Source: an optimization exercise on an open RTL-to-GDS flow (aim: small area and few clock cycles). Production flows keep margins and buffers that such runs may drop.
In this exercise RTL edits were held to simulation tests only and were not proved equivalent to the original.
Power and IR drop assume default switching activity.

==> flow/design.v <==
package ttlcd_pkg;
	localparam int unsigned PageCountDef = 8;
	localparam logic [7:0] LastColumn = 8'd131;
	localparam logic [7:0] WrapColumn = 8'd127;
	localparam logic [7:0] CmdPage = 8'hB0;
	localparam logic [7:0] CmdColHigh = 8'h10;
	localparam logic [7:0] CmdColLow = 8'h00;
	localparam logic [7:0] GlyphWidth = 8'd8;
	localparam logic [7:0] AlignMask = 8'hF8;
	localparam int unsigned GlyphDepth = 1024;
	localparam int unsigned GlyphAddrW = $clog2(GlyphDepth);
	localparam int unsigned ByteW = 8;
	localparam int unsigned RunBytes = 35;
	localparam int unsigned IdxW = $clog2(RunBytes);
	localparam logic [IdxW-1:0] LastIdx = IdxW'(RunBytes - 1);
	localparam logic [1:0] PosPage = 2'd0;
	localparam logic [1:0] PosColHigh = 2'd1;
	localparam logic [1:0] PosColLow = 2'd2;
	localparam logic [1:0] PosData = 2'd3;
	localparam logic [6:0] GlyphFirst = 7'd32;
	localparam int unsigned GlyphCount = 96;
	function automatic logic [39:0] font_core(input logic [6:0] idx);
		logic [39:0] row;
		case (idx)
			7'd0: row = 40'h0000000000;
			7'd1: row = 40'h00004F0000;
			7'd2: row = 40'h0000000000;
			7'd3: row = 40'h0000000000;
			7'd4: row = 40'h0000000000;
			7'd5: row = 40'h2313086462;
			7'd6: row = 40'h0000000000;
			7'd7: row = 40'h0000000000;
			7'd8: row = 40'h0000000000;
			7'd9: row = 40'h0000000000;
			7'd10: row = 40'h0000000000;
			7'd11: row = 40'h08083E0808;
			7'd12: row = 40'h0000000000;
			7'd13: row = 40'h0808080808;
			7'd14: row = 40'h6060000000;
			7'd15: row = 40'h0000000000;
			7'd16: row = 40'h3E4141413E;
			7'd17: row = 40'h44427F4040;
			7'd18: row = 40'h4261514946;
			7'd19: row = 40'h2141454B31;
			7'd20: row = 40'h1814127F10;
			7'd21: row = 40'h2745454539;
			7'd22: row = 40'h2C4A494930;
			7'd23: row = 40'h0301710907;
			7'd24: row = 40'h3649494936;
			7'd25: row = 40'h064949291E;
			7'd26: row = 40'h0036360000;
			7'd27: row = 40'h0000000000;
			7'd28: row = 40'h0000000000;
			7'd29: row = 40'h1414141414;
			7'd30: row = 40'h0000000000;
			7'd31: row = 40'h0201510906;
			7'd32: row = 40'h0000000000;
			7'd33: row = 40'h3C1211123C;
			7'd34: row = 40'h7F49494936;
			7'd35: row = 40'h3E41414122;
			7'd36: row = 40'h7F4141221C;
			7'd37: row = 40'h7F49494941;
			7'd38: row = 40'h7F09090901;
			7'd39: row = 40'h3F41494972;
			7'd40: row = 40'h7F0808087F;
			7'd41: row = 40'h00417F4100;
			7'd42: row = 40'h2040413F01;
			7'd43: row = 40'h7F08142241;
			7'd44: row = 40'h7F40404040;
			7'd45: row = 40'h7F020C027F;
			7'd46: row = 40'h7F0408027F;
			7'd47: row = 40'h3F4141413F;
			7'd48: row = 40'h7F09090906;
			7'd49: row = 40'h3F4151215E;
			7'd50: row = 40'h7F09192946;
			7'd51: row = 40'h2649494932;
			7'd52: row = 40'h01017F0101;
			7'd53: row = 40'h3F4040403F;
			7'd54: row = 40'h1F2040201F;
			7'd55: row = 40'h3F4038403F;
			7'd56: row = 40'h6314081463;
			7'd57: row = 40'h0708700807;
			7'd58: row = 40'h6151494543;
			7'd59: row = 40'h0000000000;
			7'd60: row = 40'h0000000000;
			7'd61: row = 40'h0000000000;
			7'd62: row = 40'h0000000000;
			7'd63: row = 40'h0000000000;
			7'd64: row = 40'h0000000000;
			7'd65: row = 40'h1054545478;
			7'd66: row = 40'h7F48444438;
			7'd67: row = 40'h3844444420;
			7'd68: row = 40'h384444487F;
			7'd69: row = 40'h3854545418;
			7'd70: row = 40'h087E090102;
			7'd71: row = 40'h0C5252523E;
			7'd72: row = 40'h7F08040478;
			7'd73: row = 40'h00447D4000;
			7'd74: row = 40'h2040443400;
			7'd75: row = 40'h7F10284400;
			7'd76: row = 40'h00417F4000;
			7'd77: row = 40'h7C04180478;
			7'd78: row = 40'h7C08040478;
			7'd79: row = 40'h3844444438;
			7'd80: row = 40'h7C14141408;
			7'd81: row = 40'h081414187C;
			7'd82: row = 40'h7C08040408;
			7'd83: row = 40'h4854545420;
			7'd84: row = 40'h043F444020;
			7'd85: row = 40'h3C4040207C;
			7'd86: row = 40'h1C2040201C;
			7'd87: row = 40'h3C4038403C;
			7'd88: row = 40'h4428102844;
			7'd89: row = 40'h0C5050503C;
			7'd90: row = 40'h4464544C44;
			7'd91: row = 40'h0000000000;
			7'd92: row = 40'h0000000000;
			7'd93: row = 40'h0000000000;
			7'd94: row = 40'h0000000000;
			7'd95: row = 40'h0705070000;
			default: row = 40'h0000000000;
		endcase
		font_core = row;
	endfunction
	function automatic logic [ByteW-1:0] glyph_byte(input logic [GlyphAddrW-1:0] addr);
		logic [6:0] code;
		logic [2:0] col;
		logic [39:0] row;
		logic [ByteW-1:0] res;
		code = addr[GlyphAddrW-1:3];
		col = addr[2:0];
		res = '0;
		if (code >= GlyphFirst && col >= 3'd1 && col <= 3'd5) begin
			row = font_core(7'(code - GlyphFirst));
			case (col)
				3'd1: res = row[39:32];
				3'd2: res = row[31:24];
				3'd3: res = row[23:16];
				3'd4: res = row[15:8];
				default: res = row[7:0];
			endcase
		end
		glyph_byte = res;
	endfunction
	typedef struct packed {
		logic valid;
		logic [ByteW-1:0] value;
		logic is_data;
		logic last;
		logic blank;
		logic [GlyphAddrW-1:0] rom_addr;
	} issue_t;
endpackage
module ttlcd_rom (
	input  logic [6:0] code,
	input  logic [3:0] col,
	output logic [6:0] data
);
	logic [2:0] cc;
	logic       shown;
	logic [6:0] core;
	always_comb begin
		shown = code[6] | code[5];
		case (col)
			4'd1: cc = 3'd1;
			4'd2: cc = 3'd2;
			4'd3: cc = 3'd3;
			4'd4: cc = 3'd4;
			4'd5: cc = 3'd5;
			default: begin
				cc = 3'd1;
				shown = 1'b0;
			end
		endcase
	end
	assign data = shown ? core : 7'd0;
	logic new_n18;
	logic new_n19;
	logic new_n20;
	logic new_n21;
	logic new_n22;
	logic new_n23;
	logic new_n24;
	logic new_n25;
	logic new_n26;
	logic new_n27;
	logic new_n28;
	logic new_n29;
	logic new_n30;
	logic new_n31;
	logic new_n32;
	logic new_n33;
	logic new_n34;
	logic new_n35;
	logic new_n36;
	logic new_n37;
	logic new_n38;
	logic new_n39;
	logic new_n40;
	logic new_n41;
	logic new_n42;
	logic new_n43;
	logic new_n44;
	logic new_n45;
	logic new_n46;
	logic new_n47;
	logic new_n48;
	logic new_n49;
	logic new_n50;
	logic new_n51;
	logic new_n52;
	logic new_n53;
	logic new_n54;
	logic new_n55;
	logic new_n56;
	logic new_n57;
	logic new_n58;
	logic new_n59;
	logic new_n60;
	logic new_n61;
	logic new_n62;
	logic new_n63;
	logic new_n64;
	logic new_n65;
	logic new_n66;
	logic new_n67;
	logic new_n68;
	logic new_n69;
	logic new_n70;
	logic new_n71;
	logic new_n72;
	logic new_n73;
	logic new_n74;
	logic new_n75;
	logic new_n76;
	logic new_n77;
	logic new_n78;
	logic new_n79;
	logic new_n80;
	logic new_n81;
	logic new_n82;
	logic new_n83;
	logic new_n84;
	logic new_n85;
	logic new_n86;
	logic new_n87;
	logic new_n88;
	logic new_n89;
	logic new_n90;
	logic new_n91;
	logic new_n92;
	logic new_n93;
	logic new_n94;
	logic new_n95;
	logic new_n96;
	logic new_n97;
	logic new_n98;
	logic new_n99;
	logic new_n100;
	logic new_n101;
	logic new_n102;
	logic new_n103;
	logic new_n104;
	logic new_n105;
	logic new_n106;
	logic new_n107;
	logic new_n108;
	logic new_n109;
	logic new_n110;
	logic new_n111;
	logic new_n112;
	logic new_n113;
	logic new_n114;
	logic new_n115;
	logic new_n116;
	logic new_n117;
	logic new_n118;
	logic new_n119;
	logic new_n120;
	logic new_n121;
	logic new_n122;
	logic new_n123;
	logic new_n124;
	logic new_n125;
	logic new_n126;
	logic new_n127;
	logic new_n128;
	logic new_n129;
	logic new_n130;
	logic new_n131;
	logic new_n132;
	logic new_n133;
	logic new_n134;
	logic new_n135;
	logic new_n136;
	logic new_n137;
	logic new_n138;
	logic new_n139;
	logic new_n140;
	logic new_n141;
	logic new_n142;
	logic new_n143;
	logic new_n144;
	logic new_n145;
	logic new_n146;
	logic new_n147;
	logic new_n148;
	logic new_n149;
	logic new_n150;
	logic new_n151;
	logic new_n152;
	logic new_n153;
	logic new_n154;
	logic new_n155;
	logic new_n156;
	logic new_n157;
	logic new_n158;
	logic new_n159;
	logic new_n160;
	logic new_n161;
	logic new_n162;
	logic new_n163;
	logic new_n164;
	logic new_n165;
	logic new_n166;
	logic new_n167;
	logic new_n168;
	logic new_n169;
	logic new_n170;
	logic new_n171;
	logic new_n172;
	logic new_n173;
	logic new_n174;
	logic new_n175;
	logic new_n176;
	logic new_n177;
	logic new_n178;
	logic new_n179;
	logic new_n180;
	logic new_n181;
	logic new_n182;
	logic new_n183;
	logic new_n184;
	logic new_n185;
	logic new_n186;
	logic new_n187;
	logic new_n188;
	logic new_n189;
	logic new_n190;
	logic new_n191;
	logic new_n192;
	logic new_n193;
	logic new_n194;
	logic new_n195;
	logic new_n196;
	logic new_n197;
	logic new_n198;
	logic new_n199;
	logic new_n200;
	logic new_n201;
	logic new_n203;
	logic new_n204;
	logic new_n205;
	logic new_n206;
	logic new_n207;
	logic new_n208;
	logic new_n209;
	logic new_n210;
	logic new_n211;
	logic new_n212;
	logic new_n213;
	logic new_n214;
	logic new_n215;
	logic new_n216;
	logic new_n217;
	logic new_n218;
	logic new_n219;
	logic new_n220;
	logic new_n221;
	logic new_n222;
	logic new_n223;
	logic new_n224;
	logic new_n225;
	logic new_n226;
	logic new_n227;
	logic new_n228;
	logic new_n229;
	logic new_n230;
	logic new_n231;
	logic new_n232;
	logic new_n233;
	logic new_n234;
	logic new_n235;
	logic new_n236;
	logic new_n237;
	logic new_n238;
	logic new_n239;
	logic new_n240;
	logic new_n241;
	logic new_n242;
	logic new_n243;
	logic new_n244;
	logic new_n245;
	logic new_n246;
	logic new_n247;
	logic new_n248;
	logic new_n249;
	logic new_n250;
	logic new_n251;
	logic new_n252;
	logic new_n253;
	logic new_n254;
	logic new_n255;
	logic new_n256;
	logic new_n257;
	logic new_n258;
	logic new_n259;
	logic new_n260;
	logic new_n261;
	logic new_n262;
	logic new_n263;
	logic new_n264;
	logic new_n265;
	logic new_n266;
	logic new_n267;
	logic new_n268;
	logic new_n269;
	logic new_n270;
	logic new_n271;
	logic new_n272;
	logic new_n273;
	logic new_n274;
	logic new_n275;
	logic new_n276;
	logic new_n277;
	logic new_n278;
	logic new_n279;
	logic new_n280;
	logic new_n281;
	logic new_n282;
	logic new_n283;
	logic new_n284;
	logic new_n285;
	logic new_n286;
	logic new_n287;
	logic new_n288;
	logic new_n289;
	logic new_n290;
	logic new_n291;
	logic new_n292;
	logic new_n293;
	logic new_n294;
	logic new_n295;
	logic new_n296;
	logic new_n297;
	logic new_n298;
	logic new_n299;
	logic new_n300;
	logic new_n301;
	logic new_n302;
	logic new_n303;
	logic new_n304;
	logic new_n305;
	logic new_n306;
	logic new_n307;
	logic new_n308;
	logic new_n309;
	logic new_n310;
	logic new_n311;
	logic new_n312;
	logic new_n313;
	logic new_n314;
	logic new_n315;
	logic new_n316;
	logic new_n317;
	logic new_n318;
	logic new_n319;
	logic new_n320;
	logic new_n321;
	logic new_n322;
	logic new_n323;
	logic new_n324;
	logic new_n325;
	logic new_n326;
	logic new_n327;
	logic new_n328;
	logic new_n329;
	logic new_n330;
	logic new_n331;
	logic new_n332;
	logic new_n333;
	logic new_n334;
	logic new_n335;
	logic new_n336;
	logic new_n338;
	logic new_n339;
	logic new_n340;
	logic new_n341;
	logic new_n342;
	logic new_n343;
	logic new_n344;
	logic new_n345;
	logic new_n346;
	logic new_n347;
	logic new_n348;
	logic new_n349;
	logic new_n350;
	logic new_n351;
	logic new_n352;
	logic new_n353;
	logic new_n354;
	logic new_n355;
	logic new_n356;
	logic new_n357;
	logic new_n358;
	logic new_n359;
	logic new_n360;
	logic new_n361;
	logic new_n362;
	logic new_n363;
	logic new_n364;
	logic new_n365;
	logic new_n366;
	logic new_n367;
	logic new_n368;
	logic new_n369;
	logic new_n370;
	logic new_n371;
	logic new_n372;
	logic new_n373;
	logic new_n374;
	logic new_n375;
	logic new_n376;
	logic new_n377;
	logic new_n378;
	logic new_n379;
	logic new_n380;
	logic new_n381;
	logic new_n382;
	logic new_n383;
	logic new_n384;
	logic new_n385;
	logic new_n386;
	logic new_n387;
	logic new_n388;
	logic new_n389;
	logic new_n390;
	logic new_n391;
	logic new_n392;
	logic new_n393;
	logic new_n394;
	logic new_n395;
	logic new_n396;
	logic new_n397;
	logic new_n398;
	logic new_n399;
	logic new_n400;
	logic new_n401;
	logic new_n402;
	logic new_n403;
	logic new_n404;
	logic new_n405;
	logic new_n406;
	logic new_n407;
	logic new_n408;
	logic new_n409;
	logic new_n410;
	logic new_n411;
	logic new_n412;
	logic new_n413;
	logic new_n414;
	logic new_n415;
	logic new_n416;
	logic new_n417;
	logic new_n418;
	logic new_n419;
	logic new_n420;
	logic new_n421;
	logic new_n422;
	logic new_n423;
	logic new_n424;
	logic new_n425;
	logic new_n426;
	logic new_n427;
	logic new_n428;
	logic new_n429;
	logic new_n430;
	logic new_n432;
	logic new_n433;
	logic new_n434;
	logic new_n435;
	logic new_n436;
	logic new_n438;
	logic new_n439;
	logic new_n440;
	logic new_n441;
	logic new_n442;
	logic new_n443;
	logic new_n444;
	logic new_n445;
	logic new_n446;
	logic new_n447;
	logic new_n448;
	logic new_n449;
	logic new_n450;
	logic new_n451;
	logic new_n452;
	logic new_n453;
	logic new_n454;
	logic new_n455;
	logic new_n456;
	logic new_n457;
	logic new_n458;
	logic new_n459;
	logic new_n460;
	logic new_n461;
	logic new_n462;
	logic new_n463;
	logic new_n464;
	logic new_n465;
	logic new_n466;
	logic new_n467;
	logic new_n468;
	logic new_n469;
	logic new_n470;
	logic new_n471;
	logic new_n472;
	logic new_n473;
	logic new_n474;
	logic new_n475;
	logic new_n476;
	logic new_n477;
	logic new_n478;
	logic new_n479;
	logic new_n480;
	logic new_n481;
	logic new_n482;
	logic new_n483;
	logic new_n484;
	logic new_n485;
	logic new_n486;
	logic new_n487;
	logic new_n488;
	logic new_n489;
	logic new_n490;
	logic new_n491;
	logic new_n492;
	logic new_n493;
	logic new_n494;
	logic new_n495;
	logic new_n496;
	logic new_n497;
	logic new_n498;
	logic new_n499;
	logic new_n500;
	logic new_n501;
	logic new_n502;
	logic new_n503;
	logic new_n504;
	logic new_n505;
	logic new_n506;
	logic new_n507;
	logic new_n508;
	logic new_n509;
	logic new_n510;
	logic new_n511;
	logic new_n512;
	logic new_n515;
	logic new_n516;
	logic new_n517;
	logic new_n518;
	logic new_n519;
	logic new_n520;
	logic new_n521;
	logic new_n522;
	logic new_n523;
	logic new_n524;
	logic new_n525;
	logic new_n526;
	logic new_n527;
	logic new_n528;
	logic new_n529;
	logic new_n530;
	logic new_n531;
	logic new_n532;
	logic new_n533;
	logic new_n534;
	logic new_n535;
	logic new_n536;
	logic new_n537;
	logic new_n538;
	logic new_n539;
	logic new_n540;
	assign new_n18 = ~code[1] & ~code[0];
	assign new_n19 = ~cc[2] & cc[1];
	assign new_n20 = cc[2] & ~cc[0];
	assign new_n21 = ~new_n19 & ~new_n20;
	assign new_n22 = ~new_n18 & ~new_n21;
	assign new_n23 = code[6] & ~code[2];
	assign new_n24 = code[3] & new_n23;
	assign new_n25 = code[1] & ~code[0];
	assign new_n26 = ~code[4] & ~new_n19;
	assign new_n27 = new_n25 & ~new_n26;
	assign new_n28 = ~code[1] & code[0];
	assign new_n29 = code[5] & new_n28;
	assign new_n30 = ~new_n21 & ~new_n29;
	assign new_n31 = code[1] & code[0];
	assign new_n32 = ~code[5] & ~code[4];
	assign new_n33 = new_n31 & new_n32;
	assign new_n34 = ~new_n18 & new_n21;
	assign new_n35 = ~new_n33 & new_n34;
	assign new_n36 = ~new_n30 & ~new_n35;
	assign new_n37 = ~new_n27 & ~new_n36;
	assign new_n38 = new_n24 & ~new_n37;
	assign new_n39 = code[6] & ~code[3];
	assign new_n40 = code[6] & ~code[4];
	assign new_n41 = ~new_n23 & ~new_n40;
	assign new_n42 = new_n39 & new_n41;
	assign new_n43 = code[3] & new_n40;
	assign new_n44 = code[1] & cc[2];
	assign new_n45 = new_n43 & new_n44;
	assign new_n46 = ~new_n42 & ~new_n45;
	assign new_n47 = ~new_n38 & new_n46;
	assign new_n48 = ~code[5] & ~new_n47;
	assign new_n49 = new_n21 & ~new_n31;
	assign new_n50 = code[3] & ~code[2];
	assign new_n51 = new_n28 & new_n50;
	assign new_n52 = ~cc[2] & ~cc[1];
	assign new_n53 = ~code[2] & code[1];
	assign new_n54 = new_n52 & new_n53;
	assign new_n55 = ~new_n18 & ~new_n31;
	assign new_n56 = new_n40 & ~new_n55;
	assign new_n57 = new_n54 & new_n56;
	assign new_n58 = ~new_n51 & ~new_n57;
	assign new_n59 = new_n43 & ~new_n58;
	assign new_n60 = code[5] & code[4];
	assign new_n61 = ~code[6] & new_n60;
	assign new_n62 = ~code[2] & new_n61;
	assign new_n63 = code[1] & ~new_n41;
	assign new_n64 = ~new_n62 & ~new_n63;
	assign new_n65 = ~code[3] & new_n61;
	assign new_n66 = new_n55 & new_n65;
	assign new_n67 = new_n64 & ~new_n66;
	assign new_n68 = ~code[1] & ~cc[2];
	assign new_n69 = code[2] & code[0];
	assign new_n70 = ~new_n18 & ~new_n69;
	assign new_n71 = ~new_n68 & new_n70;
	assign new_n72 = ~new_n65 & new_n71;
	assign new_n73 = ~new_n21 & ~new_n72;
	assign new_n74 = ~new_n67 & new_n73;
	assign new_n75 = ~new_n59 & ~new_n74;
	assign new_n76 = ~new_n49 & ~new_n75;
	assign new_n77 = ~code[0] & ~new_n39;
	assign new_n78 = cc[0] & new_n19;
	assign new_n79 = ~new_n25 & ~new_n69;
	assign new_n80 = new_n78 & new_n79;
	assign new_n81 = ~new_n77 & new_n80;
	assign new_n82 = ~code[6] & code[5];
	assign new_n83 = ~code[1] & new_n82;
	assign new_n84 = ~code[3] & new_n83;
	assign new_n85 = new_n81 & new_n84;
	assign new_n86 = ~new_n76 & ~new_n85;
	assign new_n87 = code[5] & code[2];
	assign new_n88 = new_n19 & new_n87;
	assign new_n89 = new_n43 & new_n88;
	assign new_n90 = new_n86 & ~new_n89;
	assign new_n91 = ~new_n48 & new_n90;
	assign new_n92 = ~new_n22 & ~new_n91;
	assign new_n93 = ~new_n60 & new_n78;
	assign new_n94 = new_n92 & new_n93;
	assign new_n95 = ~code[2] & new_n39;
	assign new_n96 = code[4] & ~code[0];
	assign new_n97 = new_n52 & new_n96;
	assign new_n98 = new_n95 & new_n97;
	assign new_n99 = ~new_n94 & ~new_n98;
	assign new_n100 = code[2] & ~code[1];
	assign new_n101 = new_n61 & ~new_n100;
	assign new_n102 = new_n69 & new_n101;
	assign new_n103 = ~code[4] & new_n87;
	assign new_n104 = ~code[1] & cc[2];
	assign new_n105 = new_n103 & new_n104;
	assign new_n106 = ~new_n54 & ~new_n105;
	assign new_n107 = ~code[3] & ~new_n106;
	assign new_n108 = code[0] & ~new_n19;
	assign new_n109 = ~new_n21 & ~new_n28;
	assign new_n110 = ~new_n108 & ~new_n109;
	assign new_n111 = ~cc[0] & ~new_n52;
	assign new_n112 = code[3] & ~new_n44;
	assign new_n113 = ~new_n111 & new_n112;
	assign new_n114 = new_n110 & new_n113;
	assign new_n115 = ~new_n107 & ~new_n114;
	assign new_n116 = new_n23 & ~new_n60;
	assign new_n117 = ~new_n115 & new_n116;
	assign new_n118 = ~code[0] & ~cc[0];
	assign new_n119 = new_n24 & new_n118;
	assign new_n120 = ~new_n52 & new_n60;
	assign new_n121 = ~new_n25 & new_n120;
	assign new_n122 = new_n119 & new_n121;
	assign new_n123 = ~code[6] & new_n103;
	assign new_n124 = code[1] & ~cc[2];
	assign new_n125 = code[3] & ~code[0];
	assign new_n126 = new_n124 & new_n125;
	assign new_n127 = ~code[3] & cc[2];
	assign new_n128 = new_n28 & new_n127;
	assign new_n129 = ~new_n126 & ~new_n128;
	assign new_n130 = new_n123 & ~new_n129;
	assign new_n131 = ~new_n78 & new_n130;
	assign new_n132 = ~code[5] & new_n40;
	assign new_n133 = code[2] & new_n52;
	assign new_n134 = new_n132 & new_n133;
	assign new_n135 = ~code[2] & ~new_n18;
	assign new_n136 = new_n43 & ~new_n135;
	assign new_n137 = ~code[0] & new_n100;
	assign new_n138 = new_n21 & ~new_n137;
	assign new_n139 = new_n136 & new_n138;
	assign new_n140 = ~new_n134 & ~new_n139;
	assign new_n141 = ~new_n131 & new_n140;
	assign new_n142 = ~new_n122 & new_n141;
	assign new_n143 = ~new_n117 & new_n142;
	assign new_n144 = ~new_n102 & new_n143;
	assign new_n145 = new_n78 & ~new_n144;
	assign new_n146 = code[2] & ~code[0];
	assign new_n147 = ~new_n21 & ~new_n146;
	assign new_n148 = ~new_n29 & ~new_n147;
	assign new_n149 = code[2] & cc[0];
	assign new_n150 = ~new_n148 & ~new_n149;
	assign new_n151 = ~cc[0] & new_n19;
	assign new_n152 = ~new_n25 & ~new_n96;
	assign new_n153 = new_n151 & ~new_n152;
	assign new_n154 = code[4] & ~new_n118;
	assign new_n155 = new_n104 & new_n154;
	assign new_n156 = ~new_n153 & ~new_n155;
	assign new_n157 = code[5] & ~new_n156;
	assign new_n158 = ~new_n150 & ~new_n157;
	assign new_n159 = cc[2] & cc[0];
	assign new_n160 = ~code[1] & ~new_n159;
	assign new_n161 = new_n39 & ~new_n96;
	assign new_n162 = ~new_n160 & new_n161;
	assign new_n163 = ~new_n158 & new_n162;
	assign new_n164 = ~code[5] & code[4];
	assign new_n165 = new_n23 & new_n164;
	assign new_n166 = new_n159 & new_n165;
	assign new_n167 = ~new_n62 & ~new_n166;
	assign new_n168 = ~code[3] & ~new_n167;
	assign new_n169 = new_n55 & new_n168;
	assign new_n170 = ~code[3] & code[2];
	assign new_n171 = new_n60 & new_n170;
	assign new_n172 = new_n18 & new_n20;
	assign new_n173 = new_n171 & new_n172;
	assign new_n174 = code[0] & ~new_n60;
	assign new_n175 = new_n39 & ~new_n174;
	assign new_n176 = ~new_n106 & new_n175;
	assign new_n177 = ~new_n173 & ~new_n176;
	assign new_n178 = ~new_n169 & new_n177;
	assign new_n179 = ~new_n163 & new_n178;
	assign new_n180 = ~new_n38 & new_n179;
	assign new_n181 = ~new_n145 & new_n180;
	assign new_n182 = new_n42 & new_n78;
	assign new_n183 = new_n141 & ~new_n182;
	assign new_n184 = ~new_n31 & ~new_n183;
	assign new_n185 = ~code[2] & ~new_n164;
	assign new_n186 = ~code[3] & ~new_n19;
	assign new_n187 = ~new_n185 & ~new_n186;
	assign new_n188 = ~code[5] & ~code[2];
	assign new_n189 = new_n174 & ~new_n188;
	assign new_n190 = ~new_n187 & ~new_n189;
	assign new_n191 = code[3] & new_n69;
	assign new_n192 = new_n32 & ~new_n191;
	assign new_n193 = new_n21 & ~new_n192;
	assign new_n194 = ~new_n190 & ~new_n193;
	assign new_n195 = ~new_n124 & new_n194;
	assign new_n196 = new_n39 & new_n55;
	assign new_n197 = ~new_n56 & ~new_n196;
	assign new_n198 = new_n195 & ~new_n197;
	assign new_n199 = ~new_n184 & ~new_n198;
	assign new_n200 = new_n86 & new_n199;
	assign new_n201 = new_n181 & new_n200;
	assign core[6] = ~(new_n99 & new_n201);
	assign new_n203 = new_n65 & new_n146;
	assign new_n204 = new_n111 & new_n203;
	assign new_n205 = ~new_n162 & ~new_n204;
	assign new_n206 = new_n137 & ~new_n205;
	assign new_n207 = ~new_n39 & ~new_n55;
	assign new_n208 = new_n133 & ~new_n207;
	assign new_n209 = ~new_n81 & ~new_n208;
	assign new_n210 = code[5] & new_n53;
	assign new_n211 = new_n43 & ~new_n210;
	assign new_n212 = ~new_n209 & new_n211;
	assign new_n213 = ~new_n206 & ~new_n212;
	assign new_n214 = ~code[3] & new_n60;
	assign new_n215 = new_n40 & new_n170;
	assign new_n216 = code[5] & new_n215;
	assign new_n217 = ~new_n49 & new_n216;
	assign new_n218 = ~new_n102 & ~new_n217;
	assign new_n219 = ~new_n214 & new_n218;
	assign new_n220 = ~new_n209 & ~new_n219;
	assign new_n221 = ~new_n119 & ~new_n130;
	assign new_n222 = new_n195 & ~new_n221;
	assign new_n223 = ~new_n220 & ~new_n222;
	assign new_n224 = new_n213 & new_n223;
	assign new_n225 = ~code[4] & ~code[2];
	assign new_n226 = new_n196 & new_n225;
	assign new_n227 = ~new_n203 & ~new_n226;
	assign new_n228 = ~new_n124 & ~new_n227;
	assign new_n229 = new_n119 & new_n194;
	assign new_n230 = ~new_n228 & ~new_n229;
	assign new_n231 = ~code[5] & ~new_n230;
	assign new_n232 = new_n23 & ~new_n31;
	assign new_n233 = code[4] & new_n232;
	assign new_n234 = ~new_n231 & ~new_n233;
	assign new_n235 = ~new_n60 & ~new_n234;
	assign new_n236 = ~new_n61 & ~new_n235;
	assign new_n237 = ~new_n44 & ~new_n146;
	assign new_n238 = ~new_n195 & ~new_n237;
	assign new_n239 = ~new_n236 & new_n238;
	assign new_n240 = code[5] & code[3];
	assign new_n241 = ~code[0] & ~new_n240;
	assign new_n242 = ~cc[2] & ~cc[0];
	assign new_n243 = ~new_n241 & ~new_n242;
	assign new_n244 = ~new_n55 & ~new_n243;
	assign new_n245 = code[2] & new_n132;
	assign new_n246 = ~new_n244 & new_n245;
	assign new_n247 = ~new_n239 & ~new_n246;
	assign new_n248 = ~new_n224 & ~new_n247;
	assign new_n249 = new_n156 & ~new_n206;
	assign new_n250 = new_n39 & new_n87;
	assign new_n251 = ~new_n249 & new_n250;
	assign new_n252 = new_n55 & new_n159;
	assign new_n253 = ~code[5] & code[2];
	assign new_n254 = ~cc[0] & new_n253;
	assign new_n255 = code[5] & cc[0];
	assign new_n256 = ~new_n50 & ~new_n255;
	assign new_n257 = ~new_n41 & new_n256;
	assign new_n258 = ~new_n254 & new_n257;
	assign new_n259 = ~code[1] & new_n78;
	assign new_n260 = ~new_n28 & ~new_n259;
	assign new_n261 = ~new_n258 & new_n260;
	assign new_n262 = new_n23 & new_n121;
	assign new_n263 = ~new_n261 & new_n262;
	assign new_n264 = new_n230 & ~new_n263;
	assign new_n265 = new_n252 & ~new_n264;
	assign new_n266 = new_n225 & new_n240;
	assign new_n267 = ~new_n171 & ~new_n266;
	assign new_n268 = new_n78 & ~new_n267;
	assign new_n269 = ~code[3] & new_n159;
	assign new_n270 = ~new_n64 & new_n269;
	assign new_n271 = ~new_n268 & ~new_n270;
	assign new_n272 = new_n31 & ~new_n271;
	assign new_n273 = new_n143 & ~new_n272;
	assign new_n274 = ~new_n265 & new_n273;
	assign new_n275 = ~new_n251 & new_n274;
	assign new_n276 = ~new_n248 & new_n275;
	assign new_n277 = new_n45 & new_n119;
	assign new_n278 = ~new_n42 & ~new_n66;
	assign new_n279 = cc[0] & new_n69;
	assign new_n280 = ~new_n68 & new_n279;
	assign new_n281 = ~new_n278 & new_n280;
	assign new_n282 = ~new_n277 & ~new_n281;
	assign new_n283 = code[4] & new_n34;
	assign new_n284 = new_n28 & new_n225;
	assign new_n285 = new_n111 & new_n284;
	assign new_n286 = ~new_n283 & ~new_n285;
	assign new_n287 = ~new_n21 & ~new_n126;
	assign new_n288 = new_n62 & ~new_n287;
	assign new_n289 = new_n286 & new_n288;
	assign new_n290 = ~cc[1] & new_n68;
	assign new_n291 = new_n215 & new_n290;
	assign new_n292 = ~new_n289 & ~new_n291;
	assign new_n293 = new_n282 & new_n292;
	assign new_n294 = new_n99 & new_n293;
	assign new_n295 = new_n31 & new_n65;
	assign new_n296 = new_n21 & new_n295;
	assign new_n297 = code[3] & ~code[1];
	assign new_n298 = ~new_n69 & ~new_n297;
	assign new_n299 = new_n101 & ~new_n298;
	assign new_n300 = ~code[5] & new_n39;
	assign new_n301 = ~new_n299 & ~new_n300;
	assign new_n302 = ~new_n164 & ~new_n240;
	assign new_n303 = new_n55 & ~new_n125;
	assign new_n304 = ~new_n302 & new_n303;
	assign new_n305 = new_n20 & new_n304;
	assign new_n306 = ~new_n301 & new_n305;
	assign new_n307 = ~new_n296 & ~new_n306;
	assign new_n308 = ~code[2] & ~new_n307;
	assign new_n309 = ~code[1] & ~new_n21;
	assign new_n310 = new_n39 & ~new_n309;
	assign new_n311 = new_n151 & new_n210;
	assign new_n312 = ~new_n310 & ~new_n311;
	assign new_n313 = code[0] & new_n111;
	assign new_n314 = ~code[0] & ~new_n111;
	assign new_n315 = ~new_n95 & ~new_n314;
	assign new_n316 = ~new_n313 & new_n315;
	assign new_n317 = ~new_n312 & new_n316;
	assign new_n318 = ~new_n85 & ~new_n317;
	assign new_n319 = code[4] & ~new_n318;
	assign new_n320 = ~new_n308 & ~new_n319;
	assign new_n321 = new_n50 & new_n56;
	assign new_n322 = new_n69 & new_n83;
	assign new_n323 = ~code[3] & new_n322;
	assign new_n324 = ~new_n321 & ~new_n323;
	assign new_n325 = new_n52 & ~new_n324;
	assign new_n326 = new_n20 & new_n132;
	assign new_n327 = ~code[3] & ~new_n100;
	assign new_n328 = new_n298 & ~new_n327;
	assign new_n329 = new_n326 & new_n328;
	assign new_n330 = ~new_n125 & new_n329;
	assign new_n331 = code[0] & new_n52;
	assign new_n332 = new_n300 & new_n331;
	assign new_n333 = ~new_n330 & ~new_n332;
	assign new_n334 = ~new_n325 & new_n333;
	assign new_n335 = new_n320 & new_n334;
	assign new_n336 = new_n294 & new_n335;
	assign core[5] = ~(new_n276 & new_n336);
	assign new_n338 = code[6] & new_n52;
	assign new_n339 = ~new_n53 & new_n338;
	assign new_n340 = new_n181 & new_n339;
	assign new_n341 = core[5] & new_n340;
	assign new_n342 = ~new_n60 & new_n159;
	assign new_n343 = ~new_n160 & ~new_n342;
	assign new_n344 = ~new_n58 & new_n343;
	assign new_n345 = ~new_n139 & ~new_n344;
	assign new_n346 = ~code[6] & code[3];
	assign new_n347 = ~new_n78 & ~new_n346;
	assign new_n348 = ~new_n43 & ~new_n123;
	assign new_n349 = new_n28 & ~new_n348;
	assign new_n350 = ~new_n347 & new_n349;
	assign new_n351 = new_n120 & ~new_n124;
	assign new_n352 = new_n119 & new_n351;
	assign new_n353 = ~new_n44 & new_n146;
	assign new_n354 = new_n162 & new_n353;
	assign new_n355 = ~new_n352 & ~new_n354;
	assign new_n356 = ~new_n350 & new_n355;
	assign new_n357 = new_n345 & new_n356;
	assign new_n358 = ~new_n341 & new_n357;
	assign new_n359 = new_n34 & new_n42;
	assign new_n360 = new_n99 & ~new_n359;
	assign new_n361 = new_n68 & new_n251;
	assign new_n362 = ~new_n85 & ~new_n134;
	assign new_n363 = ~new_n361 & new_n362;
	assign new_n364 = ~new_n21 & ~new_n124;
	assign new_n365 = new_n299 & new_n364;
	assign new_n366 = new_n363 & ~new_n365;
	assign new_n367 = new_n234 & ~new_n317;
	assign new_n368 = new_n111 & new_n240;
	assign new_n369 = code[3] & new_n313;
	assign new_n370 = code[5] & new_n108;
	assign new_n371 = ~new_n369 & ~new_n370;
	assign new_n372 = ~new_n368 & ~new_n371;
	assign new_n373 = ~new_n367 & new_n372;
	assign new_n374 = new_n21 & new_n214;
	assign new_n375 = ~new_n43 & ~new_n374;
	assign new_n376 = ~code[2] & new_n244;
	assign new_n377 = ~new_n375 & new_n376;
	assign new_n378 = new_n282 & ~new_n377;
	assign new_n379 = ~new_n210 & ~new_n378;
	assign new_n380 = code[0] & new_n266;
	assign new_n381 = ~new_n347 & new_n380;
	assign new_n382 = ~new_n21 & new_n165;
	assign new_n383 = ~new_n315 & new_n382;
	assign new_n384 = ~new_n381 & ~new_n383;
	assign new_n385 = ~new_n28 & ~new_n384;
	assign new_n386 = ~cc[2] & new_n25;
	assign new_n387 = new_n258 & new_n386;
	assign new_n388 = ~new_n176 & ~new_n387;
	assign new_n389 = ~new_n385 & new_n388;
	assign new_n390 = ~new_n379 & new_n389;
	assign new_n391 = ~new_n373 & new_n390;
	assign new_n392 = new_n366 & new_n391;
	assign new_n393 = new_n360 & new_n392;
	assign new_n394 = new_n358 & new_n393;
	assign new_n395 = new_n42 & ~new_n394;
	assign new_n396 = ~new_n52 & new_n216;
	assign new_n397 = ~new_n124 & new_n164;
	assign new_n398 = new_n21 & new_n397;
	assign new_n399 = ~new_n43 & ~new_n398;
	assign new_n400 = ~new_n312 & ~new_n399;
	assign new_n401 = ~new_n396 & ~new_n400;
	assign new_n402 = ~code[0] & ~new_n251;
	assign new_n403 = ~new_n401 & ~new_n402;
	assign new_n404 = ~new_n23 & new_n272;
	assign new_n405 = code[4] & new_n83;
	assign new_n406 = new_n191 & new_n405;
	assign new_n407 = ~new_n41 & new_n78;
	assign new_n408 = new_n304 & new_n407;
	assign new_n409 = ~new_n406 & ~new_n408;
	assign new_n410 = new_n345 & new_n409;
	assign new_n411 = new_n213 & new_n410;
	assign new_n412 = ~new_n404 & new_n411;
	assign new_n413 = ~new_n149 & new_n323;
	assign new_n414 = ~new_n176 & ~new_n413;
	assign new_n415 = ~code[4] & ~cc[2];
	assign new_n416 = ~new_n414 & new_n415;
	assign new_n417 = ~new_n325 & ~new_n416;
	assign new_n418 = new_n209 & ~new_n417;
	assign new_n419 = ~new_n20 & ~new_n253;
	assign new_n420 = ~new_n78 & new_n419;
	assign new_n421 = new_n25 & ~new_n420;
	assign new_n422 = ~new_n264 & ~new_n421;
	assign new_n423 = ~new_n418 & ~new_n422;
	assign new_n424 = new_n412 & new_n423;
	assign new_n425 = ~new_n403 & new_n424;
	assign new_n426 = new_n294 & new_n425;
	assign new_n427 = ~new_n395 & new_n426;
	assign new_n428 = new_n60 & new_n78;
	assign new_n429 = ~new_n181 & new_n428;
	assign new_n430 = ~new_n341 & ~new_n429;
	assign core[4] = ~(new_n427 & new_n430);
	assign new_n432 = new_n95 & new_n252;
	assign new_n433 = new_n247 & new_n432;
	assign new_n434 = ~code[3] & ~new_n159;
	assign new_n435 = ~new_n247 & new_n434;
	assign new_n436 = ~new_n433 & ~new_n435;
	assign core[3] = ~(new_n394 & new_n436);
	assign new_n438 = code[1] & ~new_n50;
	assign new_n439 = new_n358 & ~new_n438;
	assign new_n440 = ~code[5] & ~new_n439;
	assign new_n441 = ~new_n206 & ~new_n440;
	assign new_n442 = ~new_n276 & ~new_n441;
	assign new_n443 = new_n203 & new_n259;
	assign new_n444 = code[6] & new_n124;
	assign new_n445 = new_n191 & new_n444;
	assign new_n446 = new_n60 & new_n445;
	assign new_n447 = ~new_n111 & new_n446;
	assign new_n448 = new_n232 & new_n398;
	assign new_n449 = ~new_n329 & ~new_n448;
	assign new_n450 = ~new_n447 & new_n449;
	assign new_n451 = ~new_n443 & new_n450;
	assign new_n452 = ~new_n254 & ~new_n269;
	assign new_n453 = new_n349 & ~new_n452;
	assign new_n454 = ~new_n286 & ~new_n301;
	assign new_n455 = ~new_n453 & ~new_n454;
	assign new_n456 = new_n451 & new_n455;
	assign new_n457 = new_n20 & new_n31;
	assign new_n458 = ~new_n110 & ~new_n457;
	assign new_n459 = new_n168 & ~new_n458;
	assign new_n460 = ~new_n289 & ~new_n459;
	assign new_n461 = ~new_n204 & ~new_n396;
	assign new_n462 = code[1] & ~new_n421;
	assign new_n463 = ~new_n461 & new_n462;
	assign new_n464 = new_n460 & ~new_n463;
	assign new_n465 = new_n456 & new_n464;
	assign new_n466 = new_n417 & new_n465;
	assign new_n467 = ~new_n94 & new_n466;
	assign new_n468 = ~new_n442 & new_n467;
	assign new_n469 = ~new_n258 & new_n468;
	assign new_n470 = code[0] & new_n258;
	assign new_n471 = new_n185 & ~new_n470;
	assign new_n472 = ~new_n427 & new_n471;
	assign new_n473 = ~new_n469 & new_n472;
	assign new_n474 = new_n43 & new_n440;
	assign new_n475 = new_n218 & ~new_n474;
	assign new_n476 = ~new_n118 & new_n124;
	assign new_n477 = ~new_n20 & ~new_n476;
	assign new_n478 = ~new_n475 & new_n477;
	assign new_n479 = new_n272 & new_n346;
	assign new_n480 = new_n363 & ~new_n479;
	assign new_n481 = new_n234 & ~new_n241;
	assign new_n482 = new_n241 & new_n460;
	assign new_n483 = ~code[3] & new_n52;
	assign new_n484 = ~new_n309 & ~new_n483;
	assign new_n485 = ~new_n482 & new_n484;
	assign new_n486 = ~new_n481 & new_n485;
	assign new_n487 = ~new_n100 & ~new_n242;
	assign new_n488 = new_n43 & new_n487;
	assign new_n489 = ~new_n445 & ~new_n488;
	assign new_n490 = ~code[4] & ~new_n109;
	assign new_n491 = ~new_n489 & ~new_n490;
	assign new_n492 = new_n209 & new_n491;
	assign new_n493 = new_n22 & new_n95;
	assign new_n494 = new_n156 & new_n493;
	assign new_n495 = ~code[2] & cc[2];
	assign new_n496 = new_n40 & ~new_n495;
	assign new_n497 = new_n111 & new_n496;
	assign new_n498 = ~code[2] & ~new_n52;
	assign new_n499 = ~code[6] & code[4];
	assign new_n500 = ~new_n498 & new_n499;
	assign new_n501 = ~new_n497 & ~new_n500;
	assign new_n502 = new_n28 & ~new_n269;
	assign new_n503 = ~new_n501 & new_n502;
	assign new_n504 = ~new_n494 & ~new_n503;
	assign new_n505 = ~new_n492 & new_n504;
	assign new_n506 = code[5] & ~new_n505;
	assign new_n507 = ~new_n332 & ~new_n506;
	assign new_n508 = new_n224 & new_n507;
	assign new_n509 = ~new_n486 & new_n508;
	assign new_n510 = new_n480 & new_n509;
	assign new_n511 = new_n360 & new_n510;
	assign new_n512 = ~new_n478 & new_n511;
	assign core[2] = ~(~new_n473 & new_n512);
	assign core[1] = ~(new_n468 & new_n480);
	assign new_n515 = new_n32 & ~new_n125;
	assign new_n516 = ~new_n272 & new_n515;
	assign new_n517 = ~new_n206 & ~new_n350;
	assign new_n518 = ~new_n516 & new_n517;
	assign new_n519 = core[6] & ~new_n518;
	assign new_n520 = code[6] & new_n188;
	assign new_n521 = ~new_n215 & ~new_n520;
	assign new_n522 = ~new_n65 & new_n521;
	assign new_n523 = ~code[3] & ~new_n21;
	assign new_n524 = ~new_n31 & ~new_n269;
	assign new_n525 = ~new_n309 & new_n524;
	assign new_n526 = ~new_n523 & ~new_n525;
	assign new_n527 = new_n164 & ~new_n526;
	assign new_n528 = ~new_n322 & ~new_n421;
	assign new_n529 = ~new_n527 & new_n528;
	assign new_n530 = new_n320 & new_n529;
	assign new_n531 = ~new_n522 & ~new_n530;
	assign new_n532 = new_n78 & new_n231;
	assign new_n533 = new_n19 & new_n102;
	assign new_n534 = ~new_n295 & ~new_n446;
	assign new_n535 = ~new_n533 & new_n534;
	assign new_n536 = new_n417 & new_n535;
	assign new_n537 = ~new_n532 & new_n536;
	assign new_n538 = ~new_n531 & new_n537;
	assign new_n539 = ~new_n92 & new_n538;
	assign new_n540 = new_n366 & new_n539;
	assign core[0] = ~(~new_n519 & new_n540);
endmodule
module text_to_lcd_command_stream #(
	parameter int unsigned PAGE_COUNT = ttlcd_pkg::PageCountDef
) (
	input  logic       clk,
	input  logic       arst_n,
	input  logic       in_valid,
	output logic       in_ready,
	input  logic [7:0] char_code,
	output logic       out_valid,
	input  logic       out_ready,
	output logic [7:0] out_byte,
	output logic       is_data,
	output logic       last
);
	localparam int unsigned PageW = (PAGE_COUNT > 1) ? $clog2(PAGE_COUNT) : 1;
	localparam logic [PageW-1:0] PageMax = PageW'(PAGE_COUNT - 1);
	logic [3:0]       grp_q;
	logic [1:0]       pos_q;
	logic [6:0]       code_q;    
	logic [3:0]       cell_q;    
	logic [PageW-1:0] page_q;
	logic       idle;
	logic       last_byte;
	logic       take;
	logic       step;
	logic [7:0] col_cur;
	logic [7:0] mirrored;
	logic [6:0] glyph;
	logic [6:0] glyph_q;
	assign idle = grp_q[3] & (pos_q == 2'd3);
	assign last_byte = grp_q[3] & (pos_q == 2'd2);
	assign in_ready = idle | (last_byte & out_ready);
	assign take = in_valid & in_ready;
	assign step = out_ready & ~idle;
	always_ff @(posedge clk or negedge arst_n) begin
		if (!arst_n) begin
			grp_q <= 4'd8;
			pos_q <= 2'd3;
			cell_q <= '0;
			page_q <= '0;
		end else begin
			if (take) begin
				grp_q <= '0;
				pos_q <= '0;
			end else if (step) begin
				{grp_q, pos_q} <= {grp_q, pos_q} + 6'd1;
			end
			if (step & last_byte) begin
				{page_q, cell_q} <= {page_q, cell_q} + 7'd1;
			end
		end
	end
	always_ff @(posedge clk) begin
		if (in_ready) begin
			code_q <= {char_code[6:5] & ~{2{char_code[7]}}, char_code[4:0]};
		end
	end
	assign col_cur = {1'b0, cell_q, 3'b000} + {4'b0, grp_q};
	assign mirrored = ttlcd_pkg::LastColumn - col_cur;
	ttlcd_rom u_font (
		.code(code_q),
		.col (grp_q),
		.data(glyph)
	);
	always_ff @(posedge clk) begin
		glyph_q <= glyph;
	end
	assign out_valid = ~idle;
	assign is_data = (pos_q == 2'd3);
	assign last = last_byte;
	always_comb begin
		case (pos_q)
			2'd0: out_byte = ttlcd_pkg::CmdPage + 8'(page_q);
			2'd1: out_byte = ttlcd_pkg::CmdColHigh + {4'b0, mirrored[7:4]};
			2'd2: out_byte = ttlcd_pkg::CmdColLow + {4'b0, mirrored[3:0]};
			default: out_byte = {1'b0, glyph_q};
		endcase
	end
endmodule
==> flow/flow/run.sh <==
#!/bin/bash
# Layout flow: the standard layout (standard.sh) with these changes to how it is made:
#  - synthesis: ABC maps the combinational logic with flow/abc_area_map.script (choices,
#    then area-oriented mapping) in place of ORFS's abc_area.script, and Yosys's half/full
#    adder extraction is skipped (ADDER_MAP_FILE empty) so ABC optimises those gates with
#    the rest. Registers are mapped by dfflibmap before either step, exactly as in the
#    standard synthesis, and synth_recipe.tcl's flatten and renaming are kept as they are;
#  - every input and output port still gets its own buffer, a sky130_fd_sc_hd__buf_1
#    (BUFFER_PORTS_ARGS) instead of the larger cell buffer_ports picks by default.
# Each tool's output goes to ORFS's logs under orfs/logs/; make's own output to
# make_finish.log here.
set -euo pipefail
W=$(pwd)
sed -e 's#log_cmd abc {\*}$abc_args#log_cmd abc {*}[lreplace $abc_args 1 1 '"$W"'/flow/abc_area_map.script]#' \
	"$FLOW_HOME/scripts/synth.tcl" > "$W/synth_area.tcl"
grep -q 'abc_area_map.script' "$W/synth_area.tcl"
sed -e "s#\$::env(SCRIPTS_DIR)/synth.tcl#$W/synth_area.tcl#" "$W/synth_recipe.tcl" > "$W/synth_wrap.tcl"
grep -q 'synth_area.tcl' "$W/synth_wrap.tcl"
bash "$W/standard.sh" SYNTH_SCRIPT="$W/synth_wrap.tcl" ADDER_MAP_FILE= \
	BUFFER_PORTS_ARGS="-buffer_cell sky130_fd_sc_hd__buf_1" finish > "$W/make_finish.log" 2>&1
==> flow/flow/abc_area_map.script <==
strash
 &get -n
 &dch -f
 &nf -D 3000 -R 1000
 &put
 topo
 stime -c
==> flow/standard.sh <==
#!/bin/bash
# synth_recipe.tcl (not shown) runs the flow's synth.tcl, then flattens the netlist and writes it again
# the make line also repeats each setting of config.mk as NAME=value (left out here)
make -C /OpenROAD-flow-scripts/flow DESIGN_CONFIG=/design/flow/config.mk WORK_HOME=/design/flow/orfs CLKGATE_MAP_FILE= SYNTH_SCRIPT=/design/flow/synth_recipe.tcl "${@:-finish}"
==> flow/config.mk <==
export PLATFORM = sky130hd
export DESIGN_NAME = text_to_lcd_command_stream
export DESIGN_NICKNAME = text_to_lcd_command_stream
export VERILOG_FILES = /design/flow/design.v
export SDC_FILE = /design/flow/constraint.sdc
export NUM_CORES = 4
export LEC_CHECK = 0
export CAP_MARGIN = 20
export CORE_MARGIN = 2
export CORE_UTILIZATION = 30
export GPL_TIMING_DRIVEN = 0
export PLACE_DENSITY = 0.5
export SLEW_MARGIN = 20
export SYNTH_MEMORY_MAX_BITS = 16384
==> flow/constraint.sdc <==
create_clock -name core_clock -period 5.0 [get_ports {clk}]
set_input_delay 1.0000 -clock core_clock [delete_from_list [all_inputs] [get_ports {clk}]]
set_output_delay 1.0000 -clock core_clock [all_outputs]
set_load 0.01 [all_outputs]
==> impl_metrics.ini, run 1 <==
[floorplanning]
placementRows = 35
initial_core_util_pct = 31.0
pin_count = 24
die_y_um = 102
die-width_um = 102
die-area_um2 = 10400
design.core.area_um2 = 9280

[hold_path]
hp-class = register to register

[clock_tree]
cts_buffer_depth = 2
clock_sinks = 27
clkLatencyLatePin_ns = 0.27
h-tree-depth = 1
clock-root-buffer = clkbuf_8
cts.clk_slew.worst_paths_ns = 0.09
numCtsBuffers = 3
cts_tree = yes

[final_layout]
num_antenna_cells = 0
final_cell_mix = nand2_1 (55), o21ai_0 (45), nor2_1 (44)
drive_gt1_share_pct = 16.9
final_util_pct = 39.6
area_growth_pct = 27.6
finish.net_count = 503
final_common_cell = nand2_1

[pwr]
irDropWorstVdd_uv = 223
power_density_nw_per_um2 = 521
power.total_mw = 1.91
p_leak_nw = 1.31

[route]
drt-initial-drc-count = 741
avgRoutedWirePerCell_um = 23.8
top_layer = met4
via_count = 4159
drt-met1-wl_mm = 5.39
totalWireLength_mm = 14.8
first_pass_iters = 9
drtAntennaViolNets = 0
wl_met3_mm = 2.17
dr_wl_met2_mm = 5.85
avgViaCountPerCell = 6.72
drc = 0

[global_routing]
track_usage_pct = 27.8
antenna_found_initial = 1
grt_pass1_wl_mm = 22.0
grt_max_degree = 19
first_global_vias = 3766
overflow = 0

[setup_path]
worst-endpoint-arrival_ns = 5.07
worst_path_max_delay_cell = a211oi_1
worstPathCellList = or3b_4 -> and2_0 -> nand2_1 -> a21boi_0 -> a211oi_1 -> o211ai_1 -> nand2b_1 -> a21oi_1 -> o21ai_0 -> or4_1 -> o2111ai_1 -> nor4_2 -> nor2_1 -> nor3_2 -> a2111oi_2 -> o21ai_0 -> a21oi_1
r2r_cells = 17
worstPathMaxFanout = 8
rr_startpoint = grp_q[1]$_DFFE_PN0P_
critPathKind = register to register
crit_end = glyph_q[2]$_SDFF_PN0_
worstSetupStartpointType = register
cp-end-kind = register
crit_start = grp_q[1]$_DFFE_PN0P_
rr_endpoint = glyph_q[2]$_SDFF_PN0_
critPathRequiredTime_ns = 5.20
slowest_delay_ns = 0.69
r2r_slack_ns = 0.14

[yosys]
synthFlopType = dfrtp_1
synth-async-reset-ratio_pct = 48.1
syn_inst = 424
yosys_warnings = 2
synth-edff-count = 7
syn_area_um2 = 2880
post_synth.cell_area_avg_um2 = 6.80
synth.ff_latch_count = 27
syn_nets = 436
synth_cell_types = 50
ys_seq_area_share_pct = 23.6

[timing]
setup_viol = 0
finalCritPeriodShare_pct = 97.3
hold_viol = 0
relSlewSlack_pct = 48.3
slew_viol_final = 0
fin_crit_ns = 4.86
finClkSkew_ns = 0.00784
fmax_mhz = 206
tightestPinTransition_ns = 0.767
setup_slack_ns = 0.135

[place]
hpwl_mm = 9.89
port_buffers = 23
place_congestion = 1.05
place_ws_ns = -1.40

[outcome]
status = complete, no violations

[job]
drv_cap = 0
==> power by group <==
group | leakage (nW) | internal, mW | switching (mW) | total, mW
sequential | 0.282 | 0.297 | 0.0929 | 0.390
combinational | 1.01 | 0.495 | 0.909 | 1.40
clock | 0.0228 | 0.0571 | 0.0639 | 0.121
total | 1.31 | 0.848 | 1.07 | 1.91
==> worst min-delay path by stage <==
stage	end	slack, ns	from	depth (start not counted)
2_1_floorplan	page_q[2]$_DFFE_PN0P_	0.45	page_q[2]$_DFFE_PN0P_	1
3_3_place_gp	page_q[2]$_DFFE_PN0P_	0.47	page_q[2]$_DFFE_PN0P_	1
3_5_place_dp	page_q[2]$_DFFE_PN0P_	0.48	page_q[2]$_DFFE_PN0P_	1
4_1_cts	page_q[2]$_DFFE_PN0P_	0.49	page_q[2]$_DFFE_PN0P_	1
5_1_grt	page_q[2]$_DFFE_PN0P_	0.51	page_q[2]$_DFFE_PN0P_	1
6_report	page_q[2]$_DFFE_PN0P_	0.49	page_q[2]$_DFFE_PN0P_	1
==> cells in the mapped netlist (2+ instances only) <==
cell type	n	share of area, %
o211ai_1	4	1.0
o32ai_1	4	1.2
a22oi_1	2	0.52
dfstp_2	3	2.7
o21bai_1	2	0.52
a211oi_1	6	1.6
a41oi_1	2	0.61
a221o_1	4	1.4
nor3b_1	2	0.52
a2111oi_0	2	0.61
o41ai_1	2	0.61
and2_0	12	2.6
nand4_1	9	2.0
nand2b_1	9	2.0
xnor2_1	10	3.0
clkinv_1	3	0.39
a21o_1	2	0.52
edfxtp_1	7	7.3
a21boi_0	2	0.52
dfrtp_1	10	8.7
o2111ai_1	3	0.91
or4_1	5	1.3
o21ai_0	47	8.2
nor3_1	22	3.8
and3_1	11	2.4
nand2_1	58	7.6
a21oi_1	35	6.1
nor2b_1	10	2.2
or2_0	2	0.43
o22ai_1	8	1.7
nor2_1	52	6.8
mux2_1	2	0.78
a31oi_1	9	2.0
nand3_1	23	4.0
dfxtp_1	7	4.9
nor4_1	10	2.2
or3_1	3	0.65
xor2_1	4	1.2
o31ai_1	5	1.3
==> logic make-up after synthesis <==
| logic type | share of synthesized area [%] |
|---|---|
| buf+inv | 0.391 |
| xor+xnor | 4.26 |
| compound gates | 31.4 |
| simple gates | 39.2 |
| flops | 23.6 |
| mux | 1.13 |
==> flip-flops by register name, indices dropped and copies added, names as in the netlist <==
| register | count |
|---|---|
| glyph_q | 7 |
| code_q | 7 |
| pos_q | 2 |
| grp_q | 4 |
| page_q | 3 |
| cell_q | 4 |
==> through the flow <==
| stage | TNS [ns] | hold slack, ns | area, um^2 | std cells |
|---|---|---|---|---|
| final | 0 | 0.494 | 3680 | 619 |
| after global routing | -0.0245 | 0.512 | 3680 | 619 |
| after CTS | 0 | 0.492 | 3420 | 600 |
| after detailed placement | -4.44 | 0.479 | 3160 | 578 |
| after global placement | -10.47 | 0.473 | 3130 | 576 |
| after floorplan | 0 | 0.446 | 2880 | 424 |
==> routing by layer <==
layer,GRT usage (%),up-vias
li1,-,1771
met1,36.5,1828
met2,40.1,416
met3,8.89,144
met4,16.0,0
met5,0,-
==> critical path, delay by kind of cell (launching register included) <==
| family | cells | cell delay, ns |
|---|---|---|
| AO/OA/AOI/OAI | 9 | 2.21 |
| flip-flops | 1 | 0.48 |
| AND/OR/NAND/NOR | 8 | 2.12 |
==> final cells by class <==
| cell class | count | area [um^2] |
|---|---|---|
| Fill cell | 1004 | 5610 |
| Timing Repair Buffer | 62 | 407 |
| Tap cell | 129 | 161 |
| Clock buffer | 4 | 45.0 |
| Multi-Input combinational cell | 394 | 2370 |
| Sequential cell | 27 | 683 |
| Inverter | 3 | 12.5 |
==> what timing repair did <==
| action | 4_1_cts | 5_1_grt |
|---|---|---|
| endpoints found under the setup margin | 4 | 4 |
| hold buffers | 0 | 0 |
| endpoints found under the hold margin | 0 | 0 |
| buffers inserted | 18 | 19 |
| resized for setup | 21 | 31 |
| pin swaps | 3 | 7 |
Testbench counts, summed over its fixed seeds: cycles 84,008.
==> run 2, diff against run 1 <==
==> flow/flow/abc_area_map.script (replaced) <==
strash
 dc2
 &get -n
 &dch -f
 &nf -D 3000 -R 1000
 &put
 topo
 stime -c
==> run 2 against run 1 <==
  * Synthesized area increased by 1.3%
  * Non-clock buffer count down 15
  * Critical path type unchanged
  * Die area increased by 1.2%
  * Clock skew shrank 0.0016 ns
  * Worst hold slack got worse by 0.010 ns
  * Via count fell by 1.0%
  * First-iteration DRC count decreased by 16%
  * Routed wire length grew 0.90%
  * Combinational power down 5%
  * Synthesized cell count is 3.3% higher
  * Flip-flop and latch count stayed put
==> impl_metrics.ini, run 2 <==
[outcome]
status = complete, no violations

[clock_tree]
numCtsBuffers = 3
h-tree-depth = 1
cts.clk_slew.worst_paths_ns = 0.09
clock-root-buffer = clkbuf_8
clock_sinks = 27
clkLatencyLatePin_ns = 0.27
cts_tree = yes
cts_buffer_depth = 2

[job]
drv_cap = 0

[pwr]
power_density_nw_per_um2 = 535
power.share.switching_pct = 57.8
pwr-share-clk_pct = 6.5
p_seq_share_pct = 22.6
irDropWorstVdd_uv = 204
p_switching_mw = 1.09
p_leak_nw = 1.23
internal_power_mw = 0.793
p_comb_share_pct = 70.9

[floorplanning]
design.core.area_um2 = 9590
die-area_um2 = 10500
die-width_um = 103
pin_count = 24
initial_core_util_pct = 30.4
placementRows = 36
die_y_um = 103

[route]
drt-met1-wl_mm = 5.82
drt-initial-drc-count = 621
via_count = 4116
avgRoutedWirePerCell_um = 23.9
totalWireLength_mm = 14.9
drtAntennaViolNets = 0
dr_wl_met2_mm = 5.99
drc = 0
first_pass_iters = 8
wl_met3_mm = 1.92
avgViaCountPerCell = 6.62
top_layer = met4

[setup_path]
worstSetupStartpointType = register
critPathKind = register to register
critPathRequiredTime_ns = 5.14
worstPathMaxFanout = 6
worst-endpoint-arrival_ns = 4.98
cp-end-kind = register

[yosys]
syn_inst = 438
syn_area_um2 = 2920
synthFlopType = dfrtp_1
synth_top_area_share_pct = 9.13
synth_most_common_cell = nor2_1
post_synth.cell_area_avg_um2 = 6.66
ys_top_cells_by_count = nor2_1 (71), nand2_1 (59), a21oi_1 (46)
yosys_warnings = 2
synth_area_leader_cell = nor2_1
synth-edff-count = 7
ys_seq_area_share_pct = 23.3
synthTopCellsByArea = nor2_1 (9.1%), dfrtp_1 (8.6%), a21oi_1 (7.9%)
synth-async-reset-ratio_pct = 48.1
syn_nets = 450
synth_cell_types = 48
synth.ff_latch_count = 27

[global_routing]
grt_max_degree = 19
first_global_vias = 3793
overflow = 0
grt_pass1_wl_mm = 22.1
antenna_found_initial = 0
track_usage_pct = 28.1

[place]
place_area_um2 = 3180
port_buffers = 23
place_congestion = 1.00
hpwl_mm = 10.5

[final_layout]
multi_input_area_um2 = 2310
final_common_cell = nor2_1
fillCellCount = 1044
area_growth_pct = 20.4
reg.largest.list = code_q x7, glyph_q x7
post-route-cell-area_um2 = 3510
drive_gt1_share_pct = 10.6
seq_area_um2 = 682
num_antenna_cells = 0
finish.net_count = 502
final_cell_mix = nor2_1 (65), nand2_1 (56), a21oi_1 (45)

[timing]
setup_viol = 0
fmax_mhz = 207
slew_viol_final = 0
relSlewSlack_pct = 13.8
finClkSkew_ns = 0.00627
fin_crit_ns = 4.84
finalCritPeriodShare_pct = 96.8
tns_ns = 0
tightestPinTransition_ns = 1.26
hold_viol = 0

[hold_path]
hp-class = register to register
run 2: changes by cell type after synthesis, sizes merged, moves of 5 or more:
cell and change:
nor2b +5, or4 -5, nor3 -6, nor4 -6, a21oi +11, nor2 +19, clkinv +5, o21ai -18
run 2: cells by family after synthesis:
logic type             Yosys count  synth area share (%)
AO/OA/AOI/OAI                  144                  31.0
flip-flops                      27                  23.3
multiplexers                     3                  1.11
AND/OR/NAND/NOR                243                  39.7
buffers and inverters            8                  1.03
XOR/XNOR                        13                  3.90
run 2: final timing paths:
check	end	slack, ns	from	cells after the start
setup / recovery	glyph_q[2]$_SDFF_PN0_	0.16	grp_q[3]$_DFFE_PN1P_	20
hold / removal	page_q[2]$_DFFE_PN0P_	0.48	page_q[2]$_DFFE_PN0P_	1
setup reg to reg	glyph_q[2]$_SDFF_PN0_	0.16	grp_q[3]$_DFFE_PN1P_	20
hold reg to reg	page_q[2]$_DFFE_PN0P_	0.48	page_q[2]$_DFFE_PN0P_	1
max in group asynchronous	grp_q[1]$_DFFE_PN0P_	3.75	arst_n	1
min in group asynchronous	cell_q[3]$_DFFE_PN0P_	0.75	arst_n	1
run 2: worst max-delay path: stages (launching register included):
cell and delay (ns):
dfstp_2 0.64, nand3b_1 0.21, nor2_2 0.13, nor2_4 0.13
nor2_1 0.07, and3_1 0.30, a22oi_1 0.31, nor2_1 0.12
a21oi_2 0.21, a21oi_1 0.06, nor2_1 0.22, o32ai_2 0.17
a2111oi_2 0.45, nand4_1 0.23, and3_1 0.25, a311oi_1 0.34
a21oi_1 0.15, a21oi_1 0.16, nor2_1 0.07, nor4b_1 0.38
a21oi_1 0.11
run 2: per-stage QoR:
stage          total power [mW]  cells  hold slack [ns]  util (%)  worst slack, ns
6_report                   1.88    622            0.483      36.6            0.160
5_1_grt                    1.99    622            0.523      36.6         -0.00839
4_1_cts                    1.75    608            0.486      35.0          0.00200
3_5_place_dp               1.56    595            0.470      33.2           -0.924
3_3_place_gp               1.60    594            0.465      33.1            -1.77
2_1_floorplan              1.14    438            0.446         -            0.733
run 2: routing by layer:
layer | vias up | global-route usage (%)
met4 | 0 | 15.5
li1 | 1773 | -
met2 | 379 | 41.1
met1 | 1856 | 37.5
met3 | 108 | 7.53
met5 | - | 0
run 2: layout make-up:
cell class                      instances  share of cell area [%]
Multi-Input combinational cell        403                    65.7
Tap cell                              133                    4.74
Clock buffer                            4                    1.28
Timing Repair Buffer                   47                    7.83
Sequential cell                        27                    19.4
Inverter                                8                    1.07
run 2: power by group through the flow:
stage	Combinational (mW)	Clock (mW)	Sequential (mW)
after floorplan	0.747	0	0.395
after global placement	1.14	0	0.462
after detailed placement	1.10	0	0.459
after CTS	1.19	0.128	0.436
after global routing	1.42	0.137	0.437
final	1.33	0.123	0.425
run 2: what timing repair did:
action | 4_1_cts | 5_1_grt
hold buffers | 0 | 0
gates resized for setup | 13 | 17
endpoints found under the setup margin | 4 | 4
buffers inserted | 9 | 14
pin swaps | 1 | 1
==> run 3, diff against run 2 <==
==> flow/flow/abc_area_map.script (replaced) <==
strash
 dc2
 &get -n
 &dch -f
 &nf -R 1000
 &put
 topo
 stime -c
 upsize -D 2000
 dnsize -D 2000
--- a/flow/config.mk
+++ b/flow/config.mk
@@ -7,8 +7,8 @@
 export LEC_CHECK = 0
 export CAP_MARGIN = 20
 export CORE_MARGIN = 2
-export CORE_UTILIZATION = 30
+export CORE_UTILIZATION = 35
 export GPL_TIMING_DRIVEN = 0
-export PLACE_DENSITY = 0.5
+export PLACE_DENSITY = 0.65
 export SLEW_MARGIN = 20
 export SYNTH_MEMORY_MAX_BITS = 16384
==> run 3 against run 2 <==
  * The layout now fails its checks (negative setup slack)
  * Synthesized cell count unchanged
  * Synthesized area up 3.7%
  * Sequential power up 0.9%
  * Utilization grew 6.2 points
  * Total power is 3.0% higher
  * Largest cell class unchanged
==> impl_metrics.ini, run 3 <==
[outcome]
status = complete, but fails checks
check.faults = negative setup slack

[timing]
setup_viol = 1
tns_ns = -0.0801
fmax_mhz = 197
setup_slack_ns = -0.0801
slew_viol_final = 0
finalCritPeriodShare_pct = 102
fin_crit_ns = 5.08
hold_viol = 0

[final_layout]
drive_gt1_share_pct = 12.3
area_growth_pct = 17.5
reg.largest.list = code_q x7, glyph_q x7
finish.net_count = 502
final_util_pct = 42.9
final_common_cell = nor2_1
final_cell_mix = nor2_1 (63), nand2_1 (56), a21oi_1 (45)

[yosys]
post_synth.cell_area_avg_um2 = 6.91
synth_most_common_cell = nor2_1
synth_area_leader_cell = dfrtp_1
synthFlopType = dfrtp_1
synthTopCellsByArea = dfrtp_1 (8.3%), nor2_1 (8.1%), a21oi_1 (7.4%)
synth_cell_types = 66
syn_inst = 438
synth.ff_latch_count = 27
synth-async-reset-ratio_pct = 48.1
ys_top_cells_by_count = nor2_1 (65), nand2_1 (57), a21oi_1 (45)
synth_top_area_share_pct = 8.27

[pwr]
p_comb_share_pct = 71.5
p_switching_mw = 1.13
pwr-share-clk_pct = 6.4
internal_power_mw = 0.802
irDropWorstVdd_uv = 225
power_density_nw_per_um2 = 544
p_seq_share_pct = 22.2

[place]
place_ws_ns = -0.442
hpwl_mm = 10.9

[setup_path]
cp-end-kind = register
crit_buf_inv = 0
worst_path_max_delay_cell = edfxtp_1
slowest_delay_ns = 0.70
worstSetupStartpointType = register
worstPathMaxFanout = 15
critPathKind = register to register
crit_top_cell = a21oi_1

[floorplanning]
design.core.area_um2 = 8300
die-area_um2 = 9410
initial_core_util_pct = 36.5
die_y_um = 97.0

[clock_tree]
ctsHoldBuffers = 0
cts_buffer_depth = 2
clock-root-buffer = clkbuf_8
cts_tree = yes
numCtsBuffers = 3
cts.clk_slew.worst_paths_ns = 0.09
clock_sinks = 27
clkLatencyLatePin_ns = 0.27

[job]
drv_cap = 0

[route]
avgViaCountPerCell = 6.96
via_count = 4132
totalWireLength_mm = 15.5
drc = 0
first_pass_iters = 7
avgRoutedWirePerCell_um = 26.1

[global_routing]
first_global_vias = 3802
grt_pass1_wl_mm = 23.3
track_usage_pct = 32.0
antenna_found_initial = 0
overflow = 0
grt_max_degree = 22

[hold_path]
hp-class = register to register
## run 3: cell count changes after synthesis, sizes merged
cell	delta
nor2b	-1
clkinv	-3
and2b	+1
inv	+3
## run 3: kinds of logic after synthesis
logic type	synth area share [%]
mux	1.07
xor+xnor	3.76
flops	22.4
simple gates	40.7
compound gates	31.0
buf+inv	0.992
## run 3: final cells by class
type                    instances  area, um^2  share of cell area [%]
multi-input cells             403        2370                    66.7
flip-flops and latches         27         681                    19.1
inverters                       8        30.0                   0.844
repair buffers                 47         298                    8.37
clock buffers                   4        45.0                    1.27
well taps                     105         131                    3.69
## run 3: worst paths after layout
check                      depth (start not counted)  slack, ns                  start                    end
setup / recovery                                  19      -0.08    code_q[6]$_DFFE_PN_  glyph_q[2]$_SDFF_PN0_
min in group asynchronous                          1       0.75                 arst_n  page_q[2]$_DFFE_PN0P_
hold reg to reg                                    1       0.50  page_q[2]$_DFFE_PN0P_  page_q[2]$_DFFE_PN0P_
max in group asynchronous                          1       3.73                 arst_n   grp_q[2]$_DFFE_PN0P_
setup reg to reg                                  19      -0.08    code_q[6]$_DFFE_PN_  glyph_q[2]$_SDFF_PN0_
hold / removal                                     1       0.50  page_q[2]$_DFFE_PN0P_  page_q[2]$_DFFE_PN0P_
## run 3: power by group through the flow
stage,clock network (mW),registers [mW],logic [mW]
finish,0.123,0.429,1.38
global route,0.138,0.442,1.46
CTS,0.126,0.439,1.25
detailed placement,0,0.457,1.18
global placement,0,0.466,1.21
floorplan,0,0.404,0.803
## run 3: worst register-to-register path: cells and delay by family (launching register included)
family          cells  cell delay [ns]
flops               1             0.70
simple gates       10             2.38
compound gates      9             1.88
## run 3: through the flow
| step | area [um^2] | cells |
|---|---|---|
| 6_report | 3560 | 594 |
| 3_5_place_dp | 3260 | 567 |
| 3_3_place_gp | 3240 | 566 |
| 5_1_grt | 3560 | 594 |
| 2_1_floorplan | 3030 | 438 |
| 4_1_cts | 3410 | 581 |
## run 3: metal layers
metal / track usage (%) / routed length [um] / vias up / share of wire (%)
met5: 0 / 0 / - / 0
met4: 15.0 / 976 / 0 / 6.3
met3: 9.61 / 2170 / 99 / 14
met2: 45.9 / 6270 / 373 / 40
met1: 43.7 / 6110 / 1890 / 39
li1: - / - / 1770 / -
## run 3: timing repair
action,in CTS,in global routing
gates resized for setup,4,8
endpoints found under the setup margin,4,4
pin swaps,0,1
setup buffers,10,13

Check on run 3: ideal ports give -0.080 ns setup slack; a clkbuf_16 on the clock port and buf_2 on the inputs give -0.080 ns; moving port delays by the midpoint clock arrival (0.299 ns) as well gives -0.080 ns.
